This is an optimization exercise on Yosys and OpenROAD, whose aim is a short achievable clock period and few clock cycles, not a production implementation.
Only simulation tests tie the RTL to the original design; equivalence was not proved.
Power and IR drop assume default switching activity.

[flow/design.v]
`timescale 1ns/100ps
`default_nettype none
package mips_pkg;
    typedef enum logic [3:0] {
        st_fetch         = 4'd0,
        st_decode        = 4'd1,
        st_mem_addr      = 4'd2,
        st_mem_read      = 4'd3,
        st_mem_writeback = 4'd4,
        st_mem_write     = 4'd5,
        st_r_execute     = 4'd6,
        st_r_writeback   = 4'd7,
        st_branch        = 4'd8,
        st_imm_execute   = 4'd9,
        st_imm_writeback = 4'd10,
        st_jump          = 4'd11
    } state_t;
    typedef enum logic [2:0] {
        alu_add = 3'd0,
        alu_sub = 3'd1,
        alu_and = 3'd2,
        alu_or  = 3'd3,
        alu_slt = 3'd4
    } alu_op_t;
    typedef enum logic [5:0] {
        op_rtype = 6'h00,
        op_j     = 6'h02,
        op_beq   = 6'h04,
        op_bne   = 6'h05,
        op_addi  = 6'h08,
        op_lw    = 6'h23,
        op_sw    = 6'h2b
    } opcode_t;
    typedef enum logic [5:0] {
        fn_add = 6'h20,
        fn_sub = 6'h22,
        fn_and = 6'h24,
        fn_or  = 6'h25,
        fn_slt = 6'h2a
    } funct_t;
    typedef enum logic [1:0] {
        pc_alu_result  = 2'd0,  
        pc_alu_out     = 2'd1,  
        pc_jump_target = 2'd2
    } pc_src_t;
    typedef enum logic [1:0] {
        src_b_reg_b       = 2'd0,
        src_b_four        = 2'd1,
        src_b_imm         = 2'd2,
        src_b_imm_shifted = 2'd3
    } src_b_t;
endpackage
`default_nettype wire
`timescale 1ns/100ps
`default_nettype none
module ks_add #(
    parameter int W = 32,
    parameter int L = 5              
) (
    input  wire logic [W-1:0] a,
    input  wire logic [W-1:0] b,
    input  wire logic         cin,
    output logic [W-1:0]      s
);
    logic [W-1:0] g [L+1];
    logic [W-1:0] p [L+1];
    logic [W-1:0] hp;
    assign hp   = a ^ b;
    assign g[0] = (a & b) | {{(W-1){1'b0}}, hp[0] & cin};
    assign p[0] = hp;
    genvar l, i;
    generate
        for (l = 0; l < L; l++) begin : lvl
            for (i = 0; i < W; i++) begin : bit_
                if (i >= (1 << l)) begin : comb
                    assign g[l+1][i] = g[l][i] | (p[l][i] & g[l][i-(1<<l)]);
                    assign p[l+1][i] = p[l][i] & p[l][i-(1<<l)];
                end else begin : pass
                    assign g[l+1][i] = g[l][i];
                    assign p[l+1][i] = p[l][i];
                end
            end
        end
    endgenerate
    assign s = hp ^ {g[L][W-2:0], cin};
endmodule
`default_nettype wire
`default_nettype none
module alu_ex (
    input  wire logic [31:0] a,
    input  wire logic [31:0] y,
    input  wire logic        op_sub,
    input  wire logic        op_and,
    input  wire logic        op_or,
    input  wire logic        op_slt,
    output logic [31:0]      res,
    output logic [31:0]      sum,      
    output logic             less,     
    output logic             zv,       
    output logic             ov        
);
    logic [31:0] diff;
    ks_add #(.W(32)) add_i (.a(a), .b(y), .cin(1'b0), .s(sum));
    ks_add #(.W(32)) sub_i (.a(a), .b(~y), .cin(1'b1), .s(diff));
    assign less = (a[31] != y[31]) ? a[31] : diff[31];
    always_comb begin
        if (op_sub)      res = diff;
        else if (op_and) res = a & y;
        else if (op_or)  res = a | y;
        else if (op_slt) res = {31'd0, less};
        else             res = sum;
    end
    function automatic logic eq_zero(input logic [31:0] p, input logic [31:0] q);
        eq_zero = ((p ^ q) == {p[30:0] | q[30:0], 1'b0});
    endfunction
    function automatic logic eq_one(input logic [31:0] p, input logic [31:0] q, input logic cin);
        eq_one = ((p ^ q ^ 32'd1) == {p[30:1] | q[30:1], p[0] & q[0], cin});
    endfunction
    always_comb begin
        if (op_sub)      zv = (a == y);
        else if (op_and) zv = ((a & y) == 32'd0);
        else if (op_or)  zv = ((a | y) == 32'd0);
        else             zv = eq_zero(a, y);
    end
    always_comb begin
        if (op_sub)      ov = eq_one(a, ~y, 1'b1);
        else if (op_and) ov = ((a & y) == 32'd1);
        else if (op_or)  ov = ((a | y) == 32'd1);
        else             ov = eq_one(a, y, 1'b0);
    end
endmodule
module oh_read #(
    parameter int N = 64,
    parameter int W = 32
) (
    input  wire logic [N*W-1:0] d,
    input  wire logic [N-1:0]   sel,
    output logic [W-1:0]        q
);
    always_comb begin
        q = '0;
        for (int k = 0; k < N; k++) q = q | (d[k*W +: W] & {W{sel[k]}});
    end
endmodule
module rf_read (
    input  wire logic [32*32-1:0] regs,
    input  wire logic [11:0]      d,
    output logic [31:0]           q
);
    always_comb begin
        q = '0;
        for (int k = 1; k < 32; k++) q = q | (regs[k*32 +: 32] & {32{d[4 + k / 4] & d[k % 4]}});
    end
endmodule
`default_nettype wire
`timescale 1ns/100ps
`timescale 1ns/100ps
`timescale 1ns/100ps
`timescale 1ns/100ps
`default_nettype none
module mips_cpu (
    input  wire logic        clk,
    input  wire logic        clk_en,
    input  wire logic        reset,
    input  wire logic [31:0] r_data,
    output logic             wr_en,
    output logic [31:0]      mem_addr,
    output logic [31:0]      w_data
);
    localparam int IB = 5;               
    localparam int CN = 1 << IB;         
    localparam int TB = 9 - IB;          
    localparam int PW = CN - 4;          
    localparam logic [5:0] OP_R    = 6'h00;
    localparam logic [5:0] OP_J    = 6'h02;
    localparam logic [5:0] OP_BEQ  = 6'h04;
    localparam logic [5:0] OP_BNE  = 6'h05;
    localparam logic [5:0] OP_ADDI = 6'h08;
    localparam logic [5:0] OP_LW   = 6'h23;
    localparam logic [5:0] OP_SW   = 6'h2b;
    localparam logic [2:0] A_ADD = 3'd0;
    localparam logic [2:0] A_SUB = 3'd1;
    localparam logic [2:0] A_AND = 3'd2;
    localparam logic [2:0] A_OR  = 3'd3;
    localparam logic [2:0] A_SLT = 3'd4;
    logic [31:0]   pc_f;     
    logic [CN-1:0] f_oh;     
    logic          fport_q;  
    logic [31:0]   pf_q;     
    logic [31:0]   addr_q;   
    logic        d_v;
    logic [31:0] d_imm;
    logic        d_y_imm;    
    logic [4:0]  d_rs;
    logic [4:0]  d_rt;
    logic [4:0]  d_rs2;      
    logic [4:0]  d_rt2;
    logic [11:0] d_rsd;      
    logic [11:0] d_rtd;
    logic [11:0] d_rsd2;
    logic [11:0] d_rtd2;
    logic [4:0]  d_wa;
    logic        d_sub;
    logic        d_and;
    logic        d_or;
    logic        d_slt;
    logic        d_lw;
    logic        d_sw;
    logic        d_br;
    logic        d_bne;
    logic        d_pred;
    logic [31:0] d_seq;
    logic [31:0] d_tgt;
    logic [CN-1:0] d_seq_oh;
    logic [CN-1:0] d_tgt_oh;
    logic        d_zbr;
    logic        d_two;
    logic        d_lpu;
    logic        d_dyn;
    logic [IB-1:0] d_hidx;
    logic        e_v;
    logic [31:0] e_a;        
    logic [31:0] e_b;        
    logic [31:0] e_y;        
    logic        e_y_imm;    
    logic [4:0]  e_rs;
    logic [4:0]  e_rt;
    logic [4:0]  e_wa;       
    logic        e_sub;      
    logic        e_and;
    logic        e_or;
    logic        e_slt;
    logic        e_lw;
    logic        e_sw;
    logic        e_br;
    logic        e_bne;
    logic        e_pred;     
    logic [31:0] e_seq;      
    logic [31:0] e_tgt;      
    logic [CN-1:0] e_seq_oh;
    logic [CN-1:0] e_tgt_oh;
    logic        e_zbr;      
    logic        e_two;      
    logic [31:0] e_a2;       
    logic [31:0] e_b2;
    logic [4:0]  e_rs2;
    logic [4:0]  e_rt2;
    logic        e_lpu;      
    logic        e_dyn;      
    logic [IB-1:0] e_hidx;   
    logic        m_v;
    logic        m_st;
    logic [31:0] m_addr;
    logic [31:0] m_wd;
    logic [4:0]  m_wa;       
    logic [31:0] rf [32];
    logic [31:0]   c_ins [CN];
    logic [31:2]   c_tgt [CN];   
    logic [TB-1:0] c_tag [CN];
    logic [16:0]   c_pd [CN];    
    logic [11:0]   c_rsd [CN];   
    logic [11:0]   c_rtd [CN];   
    logic [CN-1:0] c_val;
    logic [CN-1:0] bht;      
    logic [CN-1:0] lp_hi;    
    logic [CN-1:0] lp_lo;
    function automatic logic cacheable(input logic [31:0] a);
        cacheable = (a[31:11] == 21'd0);
    endfunction
    function automatic logic [IB-1:0] cidx(input logic [31:0] a);
        cidx = a[IB+1:2];
    endfunction
    function automatic logic [TB-1:0] ctag(input logic [31:0] a);
        ctag = a[10:IB+2];
    endfunction
    function automatic logic [CN-1:0] onehot(input logic [IB-1:0] i);
        onehot = '0;
        onehot[i] = 1'b1;
    endfunction
    function automatic logic [16:0] predec(input logic [31:0] w);
        logic [4:0] rs;
        logic [4:0] rt;
        logic [4:0] wa;
        logic       zk;
        rs = w[25:21];
        rt = w[20:16];
        if (w[31:26] == OP_R)                                wa = w[15:11];
        else if ((w[31:26] == OP_ADDI) || (w[31:26] == OP_LW)) wa = rt;
        else                                                 wa = 5'd0;
        zk = ((w[31:26] == OP_R) && (w[5:0] != 6'h2a)) || (w[31:26] == OP_ADDI);
        predec = {(w[31:26] == OP_ADDI) && (rs == rt) && (w[15:0] == 16'hffff),
                  w[31:26] == OP_J,
                  (w[31:26] == OP_BEQ) || (w[31:26] == OP_BNE),
                  w[31:26] == OP_BEQ,
                  rs == rt,
                  (rs == 5'd0) || (rt == 5'd0),
                  (rs == 5'd0) ? rt : rs,
                  wa,
                  zk};
    endfunction
    function automatic logic [11:0] regdec(input logic [4:0] r);
        logic [7:0] hi;
        logic [3:0] lo;
        hi = '0;
        lo = '0;
        hi[r[4:2]] = 1'b1;
        lo[r[1:0]] = 1'b1;
        regdec = {hi, lo};
    endfunction
    logic [31:0]   c_ins_f;
    logic [31:2]   c_tgt_f;
    logic [TB-1:0] c_tag_f;
    logic [16:0]   c_pd_f;
    logic [16:0]   c_pd_s;       
    logic [31:2]   c_tgt_s;
    logic [TB-1:0] c_tag_s;
    logic [11:0]   c_rsd_f;
    logic [11:0]   c_rtd_f;
    logic [11:0]   c_rsd_s;
    logic [11:0]   c_rtd_s;
    logic [9:0]    c_rr_s;       
    logic          c_val_f;
    logic          bht_f;
    logic [CN-1:0] s_oh;     
    assign s_oh = {f_oh[CN-2:0], f_oh[CN-1]};
    localparam int FW = 32 + 30 + TB + 17 + 12 + 12;
    localparam int HN = CN / 2;
    logic [HN*FW-1:0] c_even;
    logic [HN*FW-1:0] c_odd;
    logic [HN-1:0]    sel_even;
    logic [HN-1:0]    sel_odd;
    logic [FW-1:0]    w_even;
    logic [FW-1:0]    w_odd;
    always_comb begin
        for (int r = 0; r < HN; r++) begin
            c_even[r*FW +: FW] = {c_ins[2*r], c_tgt[2*r], c_tag[2*r], c_pd[2*r], c_rsd[2*r], c_rtd[2*r]};
            c_odd[r*FW +: FW]  = {c_ins[2*r+1], c_tgt[2*r+1], c_tag[2*r+1], c_pd[2*r+1], c_rsd[2*r+1], c_rtd[2*r+1]};
            sel_even[r] = f_oh[2*r] | f_oh[(2*r + CN - 1) % CN];
            sel_odd[r]  = f_oh[2*r] | f_oh[2*r+1];
        end
    end
    oh_read #(.N(HN), .W(FW)) even_read (.d(c_even), .sel(sel_even), .q(w_even));
    oh_read #(.N(HN), .W(FW)) odd_read  (.d(c_odd),  .sel(sel_odd),  .q(w_odd));
    logic [FW-1:0] w_f;
    logic [FW-1:0] w_s;
    logic [31:0]   c_ins_s;
    assign w_f = pc_f[2] ? w_odd : w_even;
    assign w_s = pc_f[2] ? w_even : w_odd;
    assign {c_ins_f, c_tgt_f, c_tag_f, c_pd_f, c_rsd_f, c_rtd_f} = w_f;
    assign {c_ins_s, c_tgt_s, c_tag_s, c_pd_s, c_rsd_s, c_rtd_s} = w_s;
    assign c_rr_s = c_ins_s[25:16];
    assign c_val_f = |(c_val & f_oh);
    assign bht_f   = |(bht & f_oh);
    logic          bht_s;
    assign bht_s   = |(bht & s_oh);
    logic [31:0]   seq_f;
    logic [CN-1:0] seq_oh;
    logic          hit_f;
    logic          hit_seq;
    logic          hit_pf;
    assign seq_f   = pc_f + 32'd4;
    assign seq_oh  = {f_oh[CN-2:0], f_oh[CN-1]};
    assign hit_f   = cacheable(pc_f) && c_val_f && (c_tag_f == ctag(pc_f));
    assign hit_seq = cacheable(seq_f) && |(c_val & s_oh) && (c_tag_s == ctag(seq_f));
    assign hit_pf  = cacheable(pf_q) && c_val[cidx(pf_q)] && (c_tag[cidx(pf_q)] == ctag(pf_q));
    logic port_fetch;    
    logic port_pf;       
    logic m_store;       
    assign port_fetch = !m_v && fport_q;
    assign port_pf    = !m_v && !fport_q;
    assign mem_addr = addr_q;
    assign w_data   = m_wd;
    assign wr_en    = m_store && clk_en;
    logic [31:0] fill_a;
    logic [31:2] fill_bt;
    logic [31:2] fill_tgt;
    logic [31:0] fill_seq;
    assign fill_a   = port_fetch ? pc_f : pf_q;
    assign fill_seq = fill_a + 32'd4;
    ks_add #(.W(30)) fill_add (
        .a(fill_a[31:2]), .b({{14{r_data[15]}}, r_data[15:0]}), .cin(1'b1), .s(fill_bt)
    );
    assign fill_tgt = (r_data[31:26] == OP_J) ? {fill_seq[31:28], r_data[25:0]} : fill_bt;
    logic [31:0] sum;
    logic        less;
    logic [31:0] alu_res;
    logic        eq;
    logic        taken;
    logic        mispred;
    logic        load_use;
    logic        e_go;       
    logic        e_wr;       
    logic        e_zk;       
    logic        e_zv;       
    logic e_one;     
    alu_ex alu (
        .a(e_a), .y(e_y), .op_sub(e_sub), .op_and(e_and), .op_or(e_or), .op_slt(e_slt),
        .res(alu_res), .sum(sum), .less(less), .zv(e_zv), .ov(e_one)
    );
    assign e_zk = !e_slt;
    assign eq       = e_zbr ? e_zv : (e_two ? (e_a2 == e_b2) : (e_a == e_b));
    assign taken    = e_bne ? !eq : eq;
    assign load_use = e_v && m_v && !m_st && (m_wa != 5'd0) &&
                      ((e_rs == m_wa) || (e_rt == m_wa) ||
                       (e_two && ((e_rs2 == m_wa) || (e_rt2 == m_wa))));
    assign e_go     = e_v && !load_use;
    assign mispred  = e_go && e_br && (taken != e_pred);
    assign e_wr     = e_go && (e_wa != 5'd0);
    logic m_ld;          
    assign m_ld = m_v && !m_st && (m_wa != 5'd0);
    logic [31:0] ins;
    logic        f_ok;
    logic        f_go;
    logic [5:0]  f_op;
    logic [5:0]  f_fn;
    logic [4:0]  f_rs;
    logic [4:0]  f_rt;
    logic [4:0]  f_rd;
    logic [31:0] f_imm;
    logic [31:0] f_tgt;
    logic        f_is_r;
    logic        f_is_j;
    logic        f_is_br;
    logic        f_pred;
    logic [31:0] f_npc;
    logic [CN-1:0] f_npc_oh;
    logic [16:0] f_pd;
    logic [11:0] f_rsd;
    logic [11:0] f_rtd;
    logic [CN-1:0] tgt_oh;
    logic [4:0]  f_wa;
    logic [2:0]  f_aluop;
    assign ins   = port_fetch ? r_data : c_ins_f;   
    assign f_tgt = {(port_fetch ? fill_tgt : c_tgt_f), 2'b00};
    assign f_pd  = port_fetch ? predec(r_data) : c_pd_f;
    assign f_rsd = port_fetch ? regdec(r_data[25:21]) : c_rsd_f;
    assign f_rtd = port_fetch ? regdec(r_data[20:16]) : c_rtd_f;
    assign f_ok  = hit_f || port_fetch;
    assign f_go  = f_ok && !load_use && !mispred;
    assign f_op  = ins[31:26];
    assign f_fn  = ins[5:0];
    assign f_rs  = ins[25:21];
    assign f_rt  = ins[20:16];
    assign f_rd  = ins[15:11];
    assign f_imm = {{16{ins[15]}}, ins[15:0]};
    assign f_is_r  = (f_op == OP_R);
    assign f_is_j  = f_pd[15];
    assign f_is_br = f_pd[14];
    logic       f_exact;
    assign f_exact  = f_pd[12];
    assign f_pred   = f_is_br && (f_exact ? f_pd[13] : bht_f);
    logic [4:0]    s_rx;
    logic          s_dep;
    logic          s_taken;
    logic          fold;
    logic [31:0]   seq2_f;
    logic [CN-1:0] seq2_oh;
    logic [31:0]   s_tgt;
    logic [CN-1:0] s_tgt_oh;
    logic          lp_s;
    assign s_rx     = c_pd_s[10:6];
    assign s_dep    = (s_rx != 5'd0) && (s_rx == f_pd[5:1]);
    assign lp_s     = |(lp_hi & s_oh);
    logic s_two;
    logic s_pred2;
    assign s_two    = c_pd_s[14] && !c_pd_s[12] && ((f_pd[5:1] == 5'd0) ||
                      ((f_pd[5:1] != c_rr_s[9:5]) && (f_pd[5:1] != c_rr_s[4:0])));
    assign s_pred2  = s_two ? bht_s : lp_s;
    assign s_taken  = c_pd_s[15] || (c_pd_s[12] ? c_pd_s[13] : s_pred2);
    assign fold     = !f_is_j && !f_is_br && hit_seq &&
                      (c_pd_s[15] || s_two || (c_pd_s[14] && (c_pd_s[12] ||
                       (c_pd_s[11] && s_dep && f_pd[0]))));
    logic [31:0] d_a;
    logic [31:0] d_b;
    logic [31:0] d_a2;
    logic [31:0] d_b2;
    assign seq2_f   = pc_f + 32'd8;
    assign seq2_oh  = {f_oh[CN-3:0], f_oh[CN-1:CN-2]};
    assign s_tgt    = {c_tgt_s, 2'b00};
    assign s_tgt_oh = onehot(c_tgt_s[IB+1:2]);
    assign tgt_oh   = onehot(f_tgt[IB+1:2]);
    logic          f_t;
    logic [31:0]   f_ta;
    logic [31:0]   f_nt;
    logic [CN-1:0] f_ta_oh;
    logic [CN-1:0] f_nt_oh;
    assign f_t      = fold ? s_taken : (f_is_j || f_pred);
    assign f_ta     = fold ? s_tgt : f_tgt;
    assign f_nt     = fold ? seq2_f : seq_f;
    assign f_ta_oh  = fold ? s_tgt_oh : tgt_oh;
    assign f_nt_oh  = fold ? seq2_oh : seq_oh;
    assign f_npc    = f_t ? f_ta : f_nt;
    assign f_npc_oh = f_t ? f_ta_oh : f_nt_oh;
    always_comb begin
        if (f_is_r)                                    f_wa = f_rd;
        else if ((f_op == OP_ADDI) || (f_op == OP_LW)) f_wa = f_rt;
        else                                           f_wa = 5'd0;
    end
    always_comb begin
        f_aluop = A_ADD;
        if (f_is_r) begin
            case (f_fn)
                6'h22:   f_aluop = A_SUB;
                6'h24:   f_aluop = A_AND;
                6'h25:   f_aluop = A_OR;
                6'h2a:   f_aluop = A_SLT;
                default: f_aluop = A_ADD;
            endcase
        end
    end
    logic [32*32-1:0] rf_flat;
    always_comb begin
        rf_flat[31:0] = '0;
        for (int k = 1; k < 32; k++) rf_flat[k*32 +: 32] = rf[k];
    end
    logic [31:0] rf_a;
    logic [31:0] rf_b;
    logic [31:0] rf_a2;
    logic [31:0] rf_b2;
    rf_read rd_a  (.regs(rf_flat), .d(d_rsd),  .q(rf_a));
    rf_read rd_b  (.regs(rf_flat), .d(d_rtd),  .q(rf_b));
    rf_read rd_a2 (.regs(rf_flat), .d(d_rsd2), .q(rf_a2));
    rf_read rd_b2 (.regs(rf_flat), .d(d_rtd2), .q(rf_b2));
    function automatic logic [31:0] rd_fwd(input logic [4:0] r, input logic [31:0] v);
        if (e_wr && (e_wa == r))       rd_fwd = alu_res;
        else if (m_ld && (m_wa == r))  rd_fwd = r_data;
        else                           rd_fwd = v;
    endfunction
    assign d_a  = rd_fwd(d_rs, rf_a);
    assign d_b  = rd_fwd(d_rt, rf_b);
    assign d_a2 = rd_fwd(d_rs2, rf_a2);
    assign d_b2 = rd_fwd(d_rt2, rf_b2);
    logic d_go;          
    assign d_go = d_v && !load_use && !mispred;
    logic          m_v_n;
    logic [31:0]   pc_n;
    logic          fport_n;
    logic [31:0]   pf_n;
    assign m_v_n = e_go && (e_lw || e_sw);
    always_comb begin
        if (mispred) begin
            pc_n    = e_pred ? e_seq : e_tgt;
            fport_n = 1'b1;
        end else if (f_go) begin
            pc_n    = f_npc;
            fport_n = fold || f_is_j || f_pred || !hit_seq;
        end else begin
            pc_n    = pc_f;
            fport_n = 1'b1;
        end
    end
    always_comb begin
        if (!((pf_q[31:2] > pc_f[31:2]) && (pf_q[31:2] <= pc_f[31:2] + 30'(PW))))
            pf_n = seq_f;
        else if (port_pf || hit_pf)
            pf_n = pf_q + 32'd4;
        else
            pf_n = pf_q;
    end
    always_ff @(posedge clk) begin
        if (reset) begin
            pc_f    <= 32'h0000_0000;
            f_oh    <= onehot(cidx(32'h0000_0000));
            fport_q <= 1'b1;
            pf_q    <= 32'h0000_0000;
            addr_q  <= 32'h0000_0000;
            d_v     <= 1'b0;
            e_v     <= 1'b0;
            m_v     <= 1'b0;
            m_store <= 1'b0;
            c_val   <= '0;
            bht     <= '0;
            lp_hi   <= '1;
            lp_lo   <= '0;
        end else if (clk_en) begin
            pc_f    <= pc_n;
            fport_q <= fport_n;
            pf_q    <= pf_n;
            if (mispred)   f_oh <= e_pred ? e_seq_oh : e_tgt_oh;
            else if (f_go) f_oh <= f_npc_oh;
            if (m_v_n)        addr_q <= sum;
            else if (fport_n) addr_q <= pc_n;
            else              addr_q <= pf_n;
            if (mispred) begin
                d_v <= 1'b0;
            end else if (load_use) begin
            end else if (f_go) begin
                d_v      <= 1'b1;
                d_imm    <= f_imm;
                d_y_imm  <= !(f_is_r || f_is_br);
                d_rs     <= f_rs;
                d_rt     <= f_rt;
                d_rsd    <= f_rsd;
                d_rtd    <= f_rtd;
                d_rs2    <= c_rr_s[9:5];
                d_rt2    <= c_rr_s[4:0];
                d_rsd2   <= c_rsd_s;
                d_rtd2   <= c_rtd_s;
                d_wa     <= f_wa;
                d_sub    <= (f_aluop == A_SUB);
                d_and    <= (f_aluop == A_AND);
                d_or     <= (f_aluop == A_OR);
                d_slt    <= (f_aluop == A_SLT);
                d_lw     <= (f_op == OP_LW);
                d_sw     <= (f_op == OP_SW);
                if (fold) begin
                    d_br     <= s_two || (s_dep && !c_pd_s[15] && !c_pd_s[12]);
                    d_zbr    <= !s_two;
                    d_two    <= s_two;
                    d_lpu    <= !s_two && s_dep && !c_pd_s[15] && !c_pd_s[12];
                    d_bne    <= !c_pd_s[13];
                    d_pred   <= s_pred2;
                    d_seq    <= seq2_f;
                    d_tgt    <= s_tgt;
                    d_seq_oh <= seq2_oh;
                    d_tgt_oh <= s_tgt_oh;
                    d_dyn    <= s_two;
                    d_hidx   <= cidx(seq_f);
                end else begin
                    d_br     <= f_is_br;
                    d_zbr    <= 1'b0;
                    d_two    <= 1'b0;
                    d_lpu    <= 1'b0;
                    d_bne    <= (f_op == OP_BNE);
                    d_pred   <= f_pred;
                    d_seq    <= seq_f;
                    d_tgt    <= f_tgt;
                    d_seq_oh <= seq_oh;
                    d_tgt_oh <= tgt_oh;
                    d_dyn    <= f_is_br && !f_exact;
                    d_hidx   <= cidx(pc_f);
                end
            end else begin
                d_v <= 1'b0;
            end
            if (d_go) begin
                e_v      <= 1'b1;
                e_a      <= d_a;
                e_b      <= d_b;
                e_y      <= d_y_imm ? d_imm : d_b;
                e_y_imm  <= d_y_imm;
                e_rs     <= d_rs;
                e_rt     <= d_rt;
                e_a2     <= d_a2;
                e_b2     <= d_b2;
                e_rs2    <= d_rs2;
                e_rt2    <= d_rt2;
                e_wa     <= d_wa;
                e_sub    <= d_sub;
                e_and    <= d_and;
                e_or     <= d_or;
                e_slt    <= d_slt;
                e_lw     <= d_lw;
                e_sw     <= d_sw;
                e_br     <= d_br;
                e_zbr    <= d_zbr;
                e_two    <= d_two;
                e_lpu    <= d_lpu;
                e_bne    <= d_bne;
                e_pred   <= d_pred;
                e_seq    <= d_seq;
                e_tgt    <= d_tgt;
                e_seq_oh <= d_seq_oh;
                e_tgt_oh <= d_tgt_oh;
                e_dyn    <= d_dyn;
                e_hidx   <= d_hidx;
            end else if (load_use) begin
                if (e_rs == m_wa) e_a <= r_data;
                if (e_rs2 == m_wa) e_a2 <= r_data;
                if (e_rt2 == m_wa) e_b2 <= r_data;
                if (e_rt == m_wa) begin
                    e_b <= r_data;
                    if (!e_y_imm) e_y <= r_data;
                end
            end else begin
                e_v <= 1'b0;
            end
            if (e_go && e_dyn) bht[e_hidx] <= taken;
            if (e_go && e_lpu) begin
                if (taken) begin
                    if (!(lp_hi[e_hidx] && lp_lo[e_hidx])) begin
                        lp_hi[e_hidx] <= lp_hi[e_hidx] | lp_lo[e_hidx];
                        lp_lo[e_hidx] <= !lp_lo[e_hidx];
                    end
                end else begin
                    if (lp_hi[e_hidx] || lp_lo[e_hidx]) begin
                        lp_hi[e_hidx] <= lp_hi[e_hidx] & lp_lo[e_hidx];
                        lp_lo[e_hidx] <= !lp_lo[e_hidx];
                    end
                end
            end
            m_v     <= m_v_n;
            m_store <= e_go && e_sw;
            if (e_go) begin
                m_st   <= e_sw;
                m_addr <= sum;
                m_wd   <= e_b;
                m_wa   <= e_lw ? e_rt : 5'd0;
            end
            if (port_fetch && cacheable(pc_f)) begin
                c_val <= c_val | f_oh;
            end else if (port_pf && cacheable(pf_q)) begin
                c_val[cidx(pf_q)] <= 1'b1;
            end else if (m_v && m_st && cacheable(m_addr) && (c_tag[cidx(m_addr)] == ctag(m_addr))) begin
                c_val[cidx(m_addr)] <= 1'b0;
            end
        end
    end
    always_ff @(posedge clk) begin
        if (!reset) begin
            if (port_fetch && cacheable(pc_f)) begin
                for (int k = 0; k < CN; k++) begin
                    if (f_oh[k]) begin
                        c_ins[k] <= r_data;
                        c_tgt[k] <= fill_tgt;
                        c_tag[k] <= ctag(pc_f);
                        c_pd[k]  <= predec(r_data);
                        c_rsd[k] <= regdec(r_data[25:21]);
                        c_rtd[k] <= regdec(r_data[20:16]);
                    end
                end
            end else if (port_pf && cacheable(pf_q)) begin
                c_ins[cidx(pf_q)] <= r_data;
                c_tgt[cidx(pf_q)] <= fill_tgt;
                c_tag[cidx(pf_q)] <= ctag(pf_q);
                c_pd[cidx(pf_q)]  <= predec(r_data);
                c_rsd[cidx(pf_q)] <= regdec(r_data[25:21]);
                c_rtd[cidx(pf_q)] <= regdec(r_data[20:16]);
            end
        end
    end
    always_ff @(posedge clk) begin
        if (clk_en) begin
            if (m_ld && !(e_wr && (e_wa == m_wa))) rf[m_wa] <= r_data;
            if (e_wr) rf[e_wa] <= alu_res;
        end
    end
endmodule
`default_nettype wire
[flow/run.sh]
#!/bin/bash
# synth_recipe.tcl (not shown) runs the flow's synth.tcl, then flattens the netlist and writes it again
# the make line also repeats each setting of config.mk as NAME=value (left out here)
make -C /OpenROAD-flow-scripts/flow DESIGN_CONFIG=/design/flow/config.mk WORK_HOME=/design/flow/orfs CLKGATE_MAP_FILE= SYNTH_SCRIPT=/design/flow/synth_recipe.tcl finish
[flow/config.mk]
export PLATFORM = sky130hd
export DESIGN_NAME = mips_cpu
export DESIGN_NICKNAME = mips_cpu
export VERILOG_FILES = /design/flow/design.v
export SDC_FILE = /design/flow/constraint.sdc
export NUM_CORES = 4
export LEC_CHECK = 0
export ABC_CLOCK_PERIOD_IN_PS = 4500
export CAP_MARGIN = 20
export CORE_MARGIN = 2
export CORE_UTILIZATION = 40
export PLACE_DENSITY = 0.55
export SETUP_SLACK_MARGIN = 5
export SLEW_MARGIN = 20
export SYNTH_HIERARCHICAL = 1
export TNS_END_PERCENT = 10
[flow/constraint.sdc]
create_clock -name core_clock -period 10.0 [get_ports {clk}]
set_input_delay 2.0000 -clock core_clock [delete_from_list [all_inputs] [get_ports {clk}]]
set_output_delay 2.0000 -clock core_clock [all_outputs]
set_load 0.01 [all_outputs]
==> results of run 1 <==
-- cells in the final DEF (no fill, tap or decap), types with 96 or more instances in the layout --
cell type  count
edfxtp_1    5016
a22o_1      1511
nand2_1     1226
a22oi_1     1196
mux2_2      1019
buf_4        932
a221oi_1     814
clkbuf_16    598
nor2_1       583
nand3_1      537
o21ai_0      499
nand4_1      438
a21oi_1      434
a222oi_1     433
ha_1         231
dfxtp_1      230
xnor2_1      222
inv_1        217
mux2i_1      215
buf_12       183
o22ai_1      150
xor2_1       148
nor3_1       140
clkinv_1     139
buf_6        134
clkbuf_1     126
diode_2       96
mux4_2        96
-- cell type report --
type                    instances  share of cell area, %
diodes                         96                 0.0826
clock buffers                 725                   5.29
clock inverters               335                   1.18
inverters                     240                  0.319
multi-input cells           11445                   30.9
flip-flops and latches       5287                   53.7
well taps                    8322                   3.58
repair buffers               1394                   4.99
repair inverters                1                0.00172
-- registers in the layout, summed over array words and instances, names as in the netlist, 128 cells and up, named ones only --
| register | flops |
|---|---|
| rf | 992 |
| c_rtd | 384 |
| c_tgt | 960 |
| c_pd | 512 |
| c_tag | 128 |
| c_rsd | 384 |
| c_ins | 1024 |
-- per-stage QoR --
step	instance area [um2]	worst slack (ns)	instances
floorplan	251000	3.48	18757
global placement	262000	2.03	26124
detailed placement	262000	1.97	26134
CTS	289000	4.58	27677
global route	291000	4.35	27773
finish	291000	4.34	27845
-- final timing paths --
check / startpoint / end / slack [ns] / depth (start not counted)
setup / recovery: f_oh[5] / addr_q[27] / 4.34 / 24
hold / removal: d_seq[11] / e_seq[11] / 0.40 / 0
setup reg to reg: f_oh[5] / addr_q[27] / 4.34 / 24
hold reg to reg: d_seq[11] / e_seq[11] / 0.40 / 0
-- per-layer routing --
metal	up-vias	global-route usage [%]
li1	77022	-
met1	102616	49.3
met2	19439	51.2
met3	4886	16.4
met4	58	24.4
met5	-	0.446
-- critical path, stage by stage (launching register included) --
cell and delay [ns]:
dfxtp_4 0.50, or2_4 0.37, buf_4 0.21, buf_4 0.27, a221oi_2 0.36, nand4_1 0.29
buf_4 0.23, buf_6 0.10, xor2_1 0.15, nor3_1 0.18, nand3_1 0.16, o311ai_4 0.15
nand4_1 0.26, o211ai_1 0.31, buf_6 0.24, buf_4 0.16, a211oi_4 0.06, buf_12 0.14
a21oi_4 0.24, buf_12 0.16, bufbuf_16 0.27, a21oi_2 0.05, o21ai_1 0.12, o211ai_1 0.20
a221o_1 0.36
-- timing repair --
action / in CTS / in global routing
setup buffers: 421 / 58
endpoints found under the setup margin: 4569 / 3488
resized for setup: 646 / 163
pin swaps: 241 / 51
gates cloned: 62 / 5
-- power groups by stage --
| stage | clock (mW) | sequential (mW) | combinational, mW |
|---|---|---|---|
| after CTS | 21.7 | 25.6 | 8.42 |
| after floorplan | 0 | 25.9 | 4.08 |
| final | 21.7 | 25.6 | 9.03 |
| after detailed placement | 0 | 26.0 | 7.60 |
| after global routing | 22.5 | 25.6 | 9.02 |
| after global placement | 0 | 26.0 | 7.58 |
==> results.txt, run 1 <==
Top Layer Used=met5; Peak VDD IR=0.239 mV; P_leak=97.0 nW; min Tclk post-route=5.66 ns; cells after synthesis=18,757; Cell Int Power=39.9 mW; CTS tree=done; crit path max fanout=14; Crit. End Element=flop; initial antenna violation count=132; Area Growth Syn to Fin=16.4%; Synth Area per Inst=13.3 um2; Inserted Clock Buffers=591; Fmax=0.177 GHz; Slew headroom=14.6%; endpoints failing hold=0; root buffer cell=clkbuf_16; Total Negative Setup Slacks=0 ns; # rows=290; metal2 WL=493,000 um; buffers added on ports=99; Clk pwr share=38.5%; Finish-stage setup viols=0; Netlist Area Pre-Place=0.250 mm2; P per Cell Area=194 mW/mm2; CP arrival=6.74 ns; critical path class=flop to flop; status=timing/DRC/antenna clean; Psw=16.5 mW; Comb pwr share=16.0%; drc violations=0; Initial Util=40.1%; mean routed wirelength per cell=45.0 um; placed wire-length estimate=720,000 um; gr usage total=37.9%; Worst setup SP type=flop; min-delay worst type=flop to flop; core area=0.623 mm2; fin crit share=56.6%; Routed Antenna Nets=0; die area=0.631 mm2; Power, Total=56.4 mW; clock skew=0.168 ns; M1 WL=450,000 um; DIE WIDTH=795 um; fill count=54,792; Ports=100; Max clock buf depth=4; met3 WL=206,000 um; DR pass1 iterations=14; YS warnings=16; Reg power frac=45.4%; fin util=46.7%; Final Slew Violations=0; WL final=1,250,000 um; Min Hold Slack=0.402 ns; largest net degree at the start of global routing=183; sequential cell area=0.156 mm2; clk latency of the worst-skew pair=1.23 ns; Sink Count=5,287; multi-input logic area=0.0898 mm2; first-pass GRT wire length=1,660,000 um; CTS Hold Bufs=0; routed vias=204,021; final net count=19,238; H-tree Lvls=6; net count after synthesis=19,035; worst-margin pin slew=1.28 ns; Starting DRT DRC Count=44,518; # Max-Cap Violations=0; Switching Fraction=29.2%; GPL Wtd Cong=1.00; GR Overflow Total=0; number of global-route vias before repair=185,925; RSZ-0062 raised after global routing=true; clk slew on worst S/H paths=0.06 ns; die height=795 um; share of layout cells above drive strength 1=20.9%; CP required=11.08 ns; DR vias/cell=7.33
Testbench counts, summed over its fixed seeds: cycles 51,086.
==> run 2: changes to the inputs <==
--- a/flow/design.v
+++ b/flow/design.v
@@ -187,6 +187,8 @@
     logic [CN-1:0] f_oh;     
     logic          fport_q;  
     logic [31:0]   pf_q;     
+    logic          pf_ok;    
+    logic [CN-1:0] pf_oh;    
     logic [31:0]   addr_q;   
     logic        d_v;
     logic [31:0] d_imm;
@@ -360,8 +362,16 @@
     logic          hit_pf;
     assign seq_f   = pc_f + 32'd4;
     assign seq_oh  = {f_oh[CN-2:0], f_oh[CN-1]};
-    assign hit_f   = cacheable(pc_f) && c_val_f && (c_tag_f == ctag(pc_f));
-    assign hit_seq = cacheable(seq_f) && |(c_val & s_oh) && (c_tag_s == ctag(seq_f));
+    logic [CN-1:0] m_f;
+    logic [CN-1:0] m_s;
+    always_comb begin
+        for (int k = 0; k < CN; k++) begin
+            m_f[k] = c_val[k] && (c_tag[k] == ctag(pc_f));
+            m_s[k] = c_val[k] && (c_tag[k] == ctag(seq_f));
+        end
+    end
+    assign hit_f   = cacheable(pc_f) && |(m_f & f_oh);
+    assign hit_seq = cacheable(seq_f) && |(m_s & s_oh);
     assign hit_pf  = cacheable(pf_q) && c_val[cidx(pf_q)] && (c_tag[cidx(pf_q)] == ctag(pf_q));
     logic port_fetch;    
     logic port_pf;       
@@ -563,6 +573,8 @@
             f_oh    <= onehot(cidx(32'h0000_0000));
             fport_q <= 1'b1;
             pf_q    <= 32'h0000_0000;
+            pf_ok   <= 1'b1;
+            pf_oh   <= onehot(cidx(32'h0000_0000));
             addr_q  <= 32'h0000_0000;
             d_v     <= 1'b0;
             e_v     <= 1'b0;
@@ -576,6 +588,8 @@
             pc_f    <= pc_n;
             fport_q <= fport_n;
             pf_q    <= pf_n;
+            pf_ok   <= cacheable(pf_n);
+            pf_oh   <= onehot(cidx(pf_n));
             if (mispred)   f_oh <= e_pred ? e_seq_oh : e_tgt_oh;
             else if (f_go) f_oh <= f_npc_oh;
             if (m_v_n)        addr_q <= sum;
@@ -699,8 +713,8 @@
             end
             if (port_fetch && cacheable(pc_f)) begin
                 c_val <= c_val | f_oh;
-            end else if (port_pf && cacheable(pf_q)) begin
-                c_val[cidx(pf_q)] <= 1'b1;
+            end else if (port_pf && pf_ok) begin
+                c_val <= c_val | pf_oh;
             end else if (m_v && m_st && cacheable(m_addr) && (c_tag[cidx(m_addr)] == ctag(m_addr))) begin
                 c_val[cidx(m_addr)] <= 1'b0;
             end
@@ -719,21 +733,23 @@
                         c_rtd[k] <= regdec(r_data[20:16]);
                     end
                 end
-            end else if (port_pf && cacheable(pf_q)) begin
-                c_ins[cidx(pf_q)] <= r_data;
-                c_tgt[cidx(pf_q)] <= fill_tgt;
-                c_tag[cidx(pf_q)] <= ctag(pf_q);
-                c_pd[cidx(pf_q)]  <= predec(r_data);
-                c_rsd[cidx(pf_q)] <= regdec(r_data[25:21]);
-                c_rtd[cidx(pf_q)] <= regdec(r_data[20:16]);
+            end else if (port_pf && pf_ok) begin
+                for (int k = 0; k < CN; k++) begin
+                    if (pf_oh[k]) begin
+                        c_ins[k] <= r_data;
+                        c_tgt[k] <= fill_tgt;
+                        c_tag[k] <= ctag(pf_q);
+                        c_pd[k]  <= predec(r_data);
+                        c_rsd[k] <= regdec(r_data[25:21]);
+                        c_rtd[k] <= regdec(r_data[20:16]);
+                    end
+                end
             end
         end
     end
     always_ff @(posedge clk) begin
-        if (clk_en) begin
-            if (m_ld && !(e_wr && (e_wa == m_wa))) rf[m_wa] <= r_data;
-            if (e_wr) rf[e_wa] <= alu_res;
-        end
+        if (m_ld && !(e_wr && (e_wa == m_wa))) rf[m_wa] <= r_data;
+        if (e_wr) rf[e_wa] <= alu_res;
     end
 endmodule
 `default_nettype wire
==> results.txt, run 2 <==
status=timing/DRC/antenna clean; clk slew on worst S/H paths=0.06 ns; GR Overflow Total=0; RSZ-0062 raised after global routing=true; Biggest register=c_ins; CTS Hold Bufs=0; min-delay worst type=flop to flop; worst-margin pin slew=1.34 ns; number of global-route vias before repair=189,707; max reg flops=1,024; mean routed wirelength per cell=45.1 um; Peak VDD IR=0.344 mV; CP required=11.04 ns; root buffer cell=clkbuf_16; min Tclk post-route=5.83 ns; CTS tree=done; P per Cell Area=238 mW/mm2; Slew headroom=9.78%; Inserted Clock Buffers=592; buffers added on ports=99; Finish-stage setup viols=0; first-pass GRT wire length=1,690,000 um; die area=0.639 mm2; share of layout cells above drive strength 1=21.2%; Final Slew Violations=0; Area Growth Syn to Fin=16.9%; Crit. End Element=flop; gr usage total=38.4%; drc violations=0; # rows=292; commonest non-fill, non-tap cell in the layout=edfxtp_1; most frequent cells in the layout=5,016 x edfxtp_1, 1,508 x a22o_1, 1,181 x nand2_1; Total Negative Setup Slacks=0 ns; cells after synthesis=19,139; # Max-Cap Violations=0; fill count=55,579; endpoints failing hold=0; placed wire-length estimate=740,000 um; routed vias=208,786; YS warnings=22; Netlist Area Pre-Place=0.253 mm2; Ports=100; Routed Antenna Nets=0; CP arrival=6.87 ns; Synth Area per Inst=13.2 um2; clk latency of the worst-skew pair=1.15 ns; DIE WIDTH=799 um; crit path max fanout=6; Fmax=0.172 GHz; critical path class=flop to flop; Initial Util=40.1%; Min Hold Slack=0.399 ns; final net count=19,722; Max clock buf depth=4; clock skew=0.101 ns; Worst setup SP type=flop; biggest regs=c_ins: 1024 flops, rf: 992 flops, c_tgt: 960 flops; DR vias/cell=7.36; H-tree Lvls=6; core area=0.631 mm2; largest net degree at the start of global routing=143; initial antenna violation count=146; multi-input logic area=0.0926 mm2; die height=799 um; fin crit share=58.3%; DR pass1 iterations=14; sequential cell area=0.157 mm2; P_leak=99.1 nW; Sink Count=5,310; GPL Wtd Cong=0.991; net count after synthesis=19,419; WL final=1,280,000 um; Starting DRT DRC Count=45,866
-- run 2: through the flow --
stage / setup slack, ns / util [%] / power (mW) / area, um2 / std cells
after floorplan: 3.54 / - / 35.7 / 253000 / 19139
after global placement: 1.32 / 42.0 / 42.9 / 265000 / 26596
after detailed placement: 1.33 / 42.0 / 43.0 / 265000 / 26603
after CTS: 4.35 / 46.4 / 68.4 / 293000 / 28134
after global routing: 4.15 / 46.8 / 71.3 / 295000 / 28292
final: 4.17 / 46.9 / 70.4 / 296000 / 28380
-- run 2: area by class of cell --
cell class | count | area share (%)
timing repair buffer | 1496 | 5.27
clock buffer | 731 | 5.30
inverter | 306 | 0.403
multi-input combinational | 11735 | 31.3
clock inverter | 315 | 1.06
sequential | 5310 | 53.0
antenna | 107 | 0.0906
tap | 8379 | 3.55
timing repair inverter | 1 | 0.00169
-- run 2: worst max-delay path, cell delays in order (launching register included) --
cell,delay (ns)
dfxtp_2,0.32
buf_12,0.15
or2_4,0.37
buf_12,0.21
buf_4,0.18
a22o_1,0.19
a221oi_1,0.27
nand4_1,0.39
mux2i_4,0.42
xnor2_1,0.17
nand3_1,0.11
a22o_4,0.30
o31ai_4,0.50
buf_6,0.19
o211ai_4,0.09
buf_12,0.16
a21oi_4,0.22
buf_12,0.20
mux2i_1,0.22
buf_4,0.21
nand2b_4,0.10
or4_1,0.51
a31oi_1,0.18
-- run 2: repair_timing --
action,in CTS,in global routing
cloned,56,7
setup buffers,429,125
setup endpoints to repair,3995,3538
pin swaps,284,170
resized for setup,848,330
-- run 2: power by group --
part	internal (mW)	leakage [nW]	switching, mW
combinational	7.27	42.0	14.4
sequential	26.2	48.0	0.723
clock	12.3	9.16	9.55
total	45.7	99.1	24.7
-- run 2: worst paths after layout --
path	end	slack, ns	depth (start not counted)	startpoint
max	f_oh[16]	4.17	22	f_oh[29]
min	e_wa[1]	0.40	0	d_wa[1]
max reg2reg	f_oh[16]	4.17	22	f_oh[29]
min reg2reg	e_wa[1]	0.40	0	d_wa[1]
-- run 2: metal layers --
layer,vias to the layer above,track usage (%),share of wire [%]
li1,78717,-,-
met1,105561,51.3,37
met2,19730,52.6,40
met3,4708,14.7,16
met4,70,22.7,7.6
met5,-,0.345,0.057
Testbench counts of run 2, summed over its fixed seeds: cycles 51,086.
==> run 3: changes to the inputs <==
--- a/flow/design.v
+++ b/flow/design.v
@@ -189,7 +189,6 @@
     logic [31:0]   pf_q;     
     logic          pf_ok;    
     logic [CN-1:0] pf_oh;    
-    logic [31:0]   addr_q;   
     logic        d_v;
     logic [31:0] d_imm;
     logic        d_y_imm;    
@@ -378,7 +377,7 @@
     logic m_store;       
     assign port_fetch = !m_v && fport_q;
     assign port_pf    = !m_v && !fport_q;
-    assign mem_addr = addr_q;
+    assign mem_addr = m_v ? m_addr : (fport_q ? pc_f : pf_q);
     assign w_data   = m_wd;
     assign wr_en    = m_store && clk_en;
     logic [31:0] fill_a;
@@ -575,7 +574,6 @@
             pf_q    <= 32'h0000_0000;
             pf_ok   <= 1'b1;
             pf_oh   <= onehot(cidx(32'h0000_0000));
-            addr_q  <= 32'h0000_0000;
             d_v     <= 1'b0;
             e_v     <= 1'b0;
             m_v     <= 1'b0;
@@ -592,9 +590,6 @@
             pf_oh   <= onehot(cidx(pf_n));
             if (mispred)   f_oh <= e_pred ? e_seq_oh : e_tgt_oh;
             else if (f_go) f_oh <= f_npc_oh;
-            if (m_v_n)        addr_q <= sum;
-            else if (fport_n) addr_q <= pc_n;
-            else              addr_q <= pf_n;
             if (mispred) begin
                 d_v <= 1'b0;
             end else if (load_use) begin
==> results.txt, run 3 <==
Area Growth Syn to Fin=16.5%; Ports=100; H-tree Lvls=6; DIE WIDTH=795 um; GR Overflow Total=0; endpoints failing hold=0; CP arrival=6.57 ns; clk latency of the worst-skew pair=1.19 ns; routed vias=204,115; Finish-stage setup viols=0; CTS Hold Bufs=0; GPL Wtd Cong=0.993; RSZ-0062 raised after global routing=true; Fmax=0.181 GHz; Final Non-Filler Cells=27,842; Slew headroom=-30.2%; drc violations=0; core area=0.624 mm2; fin crit share=55.2%; Inserted Clock Buffers=574; Peak VDD IR=0.201 mV; max reg flops=1,024; share of layout cells above drive strength 1=20.2%; Synth Area per Inst=13.4 um2; CP Cell Sequence=buf_6 > or2_4 > buf_4 > buf_4 > a221oi_2 > nand4_1 > mux2i_4 > xor2_2 > a2111oi_4 > a41oi_1 > nand4b_1 > o41a_4 > o21a_4 > o211a_4 > buf_12 > o21ai_4 > or3_4 > or2_4 > or4_4 > and3_4; net count after synthesis=19,021; root buffer cell=clkbuf_16; min-delay worst type=flop to flop; Min Hold Slack=0.409 ns; R2R Path Start=f_oh[20]; fin util=46.8%; # rows=290; DR vias/cell=7.33; Crit. End Element=flop; buffers added on ports=99; Crit. Startpoint=f_oh[20]; status=complete, but fails checks; worst stage delay on the critical path=0.47 ns; WL final=1,270,000 um; Routed Antenna Nets=0; Initial Util=40.2%; Clk pwr share=35.5%; commonest non-fill, non-tap cell in the layout=edfxtp_1; largest net degree at the start of global routing=115; number of global-route vias before repair=185,966; initial antenna violation count=119; Sink Count=5,280; die height=795 um; critical path class=flop to flop; mean routed wirelength per cell=45.5 um; Max clock buf depth=4; CP required=11.04 ns; gr usage total=38.1%; crit path max fanout=27; clk slew on worst S/H paths=0.06 ns; most frequent cells in the layout=5,018 x edfxtp_1, 1,500 x a22o_1, 1,211 x nand2_1; placed wire-length estimate=718,000 um; Final Slew Violations=3; first-pass GRT wire length=1,670,000 um; Switching Fraction=31.6%; final net count=19,259; Psw=18.7 mW; Reg power frac=42.8%; Starting DRT DRC Count=43,667; critical path capture point=pc_f[9]; Layout Check Fails=capacitance limit, slew limit; R2R setup slack=4.48 ns; P_leak=97.6 nW; Biggest register=c_ins; cells after synthesis=18,741; min Tclk post-route=5.52 ns; # Max-Cap Violations=2; Power, Total=59.2 mW; Netlist Area Pre-Place=0.251 mm2; Total Negative Setup Slacks=0 ns; Inst Count DP=26,117; DR pass1 iterations=15; worst-margin pin slew=1.94 ns; Slowest cell on crit path=or4_4; die area=0.633 mm2; CTS tree=done; biggest regs=c_ins: 1024 flops, rf: 992 flops, c_tgt: 960 flops; P per Cell Area=203 mW/mm2; Worst setup SP type=flop; Comb pwr share=21.7%; YS warnings=22; clock skew=0.0970 ns; Cell Int Power=40.5 mW; worst r2r path cells=20; Reg-to-Reg End=pc_f[9]
[run 3: cell count changes in the layout (fill, tap and decap cells not counted), sizes merged, moves of 36 or more]
cell / before / now
buf: 1415 / 1317
xor2: 266 / 220
mux2i: 251 / 317
nand4: 474 / 438
nand3: 583 / 542
nand2: 1288 / 1252
nor3: 174 / 122
inv: 324 / 285
[run 3: layout make-up]
cell class | instances | area, um2
flip-flops and latches | 5280 | 156000
inverters | 270 | 1060
repair buffers | 1431 | 15500
clock buffers | 724 | 15100
clock inverters | 310 | 2870
multi-input cells | 11419 | 90500
fillers | 54966 | 332000
repair inverters | 3 | 62.6
diodes | 83 | 208
well taps | 8322 | 10400
[run 3: timing repair]
| action | 4_1_cts | 5_1_grt |
|---|---|---|
| pin swaps | 235 | 77 |
| resized for setup | 787 | 259 |
| cloned | 72 | 13 |
| setup buffers | 428 | 87 |
| endpoints found under the setup margin | 4803 | 3920 |
[run 3: critical path: cells and delay by family, from the launching register on]
| kind | cells | cell delay [ns] |
|---|---|---|
| buffers and inverters | 4 | 0.77 |
| AND/OR/NAND/NOR | 7 | 2.15 |
| multiplexers | 1 | 0.42 |
| flip-flops | 1 | 0.36 |
| XOR/XNOR | 1 | 0.22 |
| AO/OA/AOI/OAI | 7 | 1.35 |
[run 3: layer usage]
layer  global-route usage (%)  share of wire (%)  vias up
met1                     49.2                 36   103155
li1                         -                  -    76979
met3                     14.3                 15     4968
met5                   0.0454              0.039        -
met4                     25.5                8.5       64
met2                     53.2                 40    18949
[run 3: through the flow]
| step | worst slack, ns | cell area (um2) |
|---|---|---|
| after detailed placement | 2.00 | 262000 |
| after global routing | 4.53 | 292000 |
| final | 4.48 | 292000 |
| after floorplan | 2.92 | 251000 |
| after global placement | 1.64 | 262000 |
| after CTS | 4.32 | 289000 |
[run 3: worst min path at each step]
| stage | startpoint | to | cells past startpoint | slack, ns |
|---|---|---|---|---|
| 2_1_floorplan | d_and | e_and | 0 | 0.40 |
| 3_3_place_gp | d_seq[18] | e_seq[18] | 0 | 0.40 |
| 3_5_place_dp | d_seq_oh[11] | e_seq_oh[11] | 0 | 0.40 |
| 4_1_cts | d_seq[5] | e_seq[5] | 0 | 0.41 |
| 5_1_grt | d_seq[28] | e_seq[28] | 0 | 0.42 |
| 6_report | d_tgt[10] | e_tgt[10] | 0 | 0.41 |
[run 3: power groups by stage]
stage          Sequential [mW]  Clock [mW]  Combinational, mW
2_1_floorplan             25.6           0               5.64
3_3_place_gp              25.8           0               10.3
3_5_place_dp              25.8           0               10.3
4_1_cts                   25.3        21.0               12.0
5_1_grt                   25.3        21.8               12.8
6_report                  25.3        21.0               12.9
Testbench counts of run 3, summed over its fixed seeds: cycles 51,086.

==> afterwards: timing with drivers on the ports <==
Ports are ideal in the flow. The routed layouts listed here were re-timed in OpenROAD. Step 1, drivers: a clkbuf_16 drives clk and a buf_2 each remaining input, both assumed. Step 2 also shifts input and output timing later by t, the mid clock arrival at the registers, as if the neighbouring blocks saw the same clock. Slacks: no drivers / after step 1 / after step 2; pairs: no drivers / after step 1.
| run | t, ns | slack for setup (ns) | worst setup path after step 2 | worst slew at a driven data input, ns |
|---|---|---|---|---|
| run 1 | 1.293 | 4.340 / 4.340 / 3.119 | input to register | 0.33 |
| run 2 | 1.244 | 4.170 / 4.170 / 3.024 | input to register | 0.22 |
| run 3 | 1.274 | 4.478 / 4.376 / 3.438 | input to register | 0.28 |
The setup slack of run 1, which loses most, moves by 0.000 ns with the drivers and by -1.221 ns with both steps.
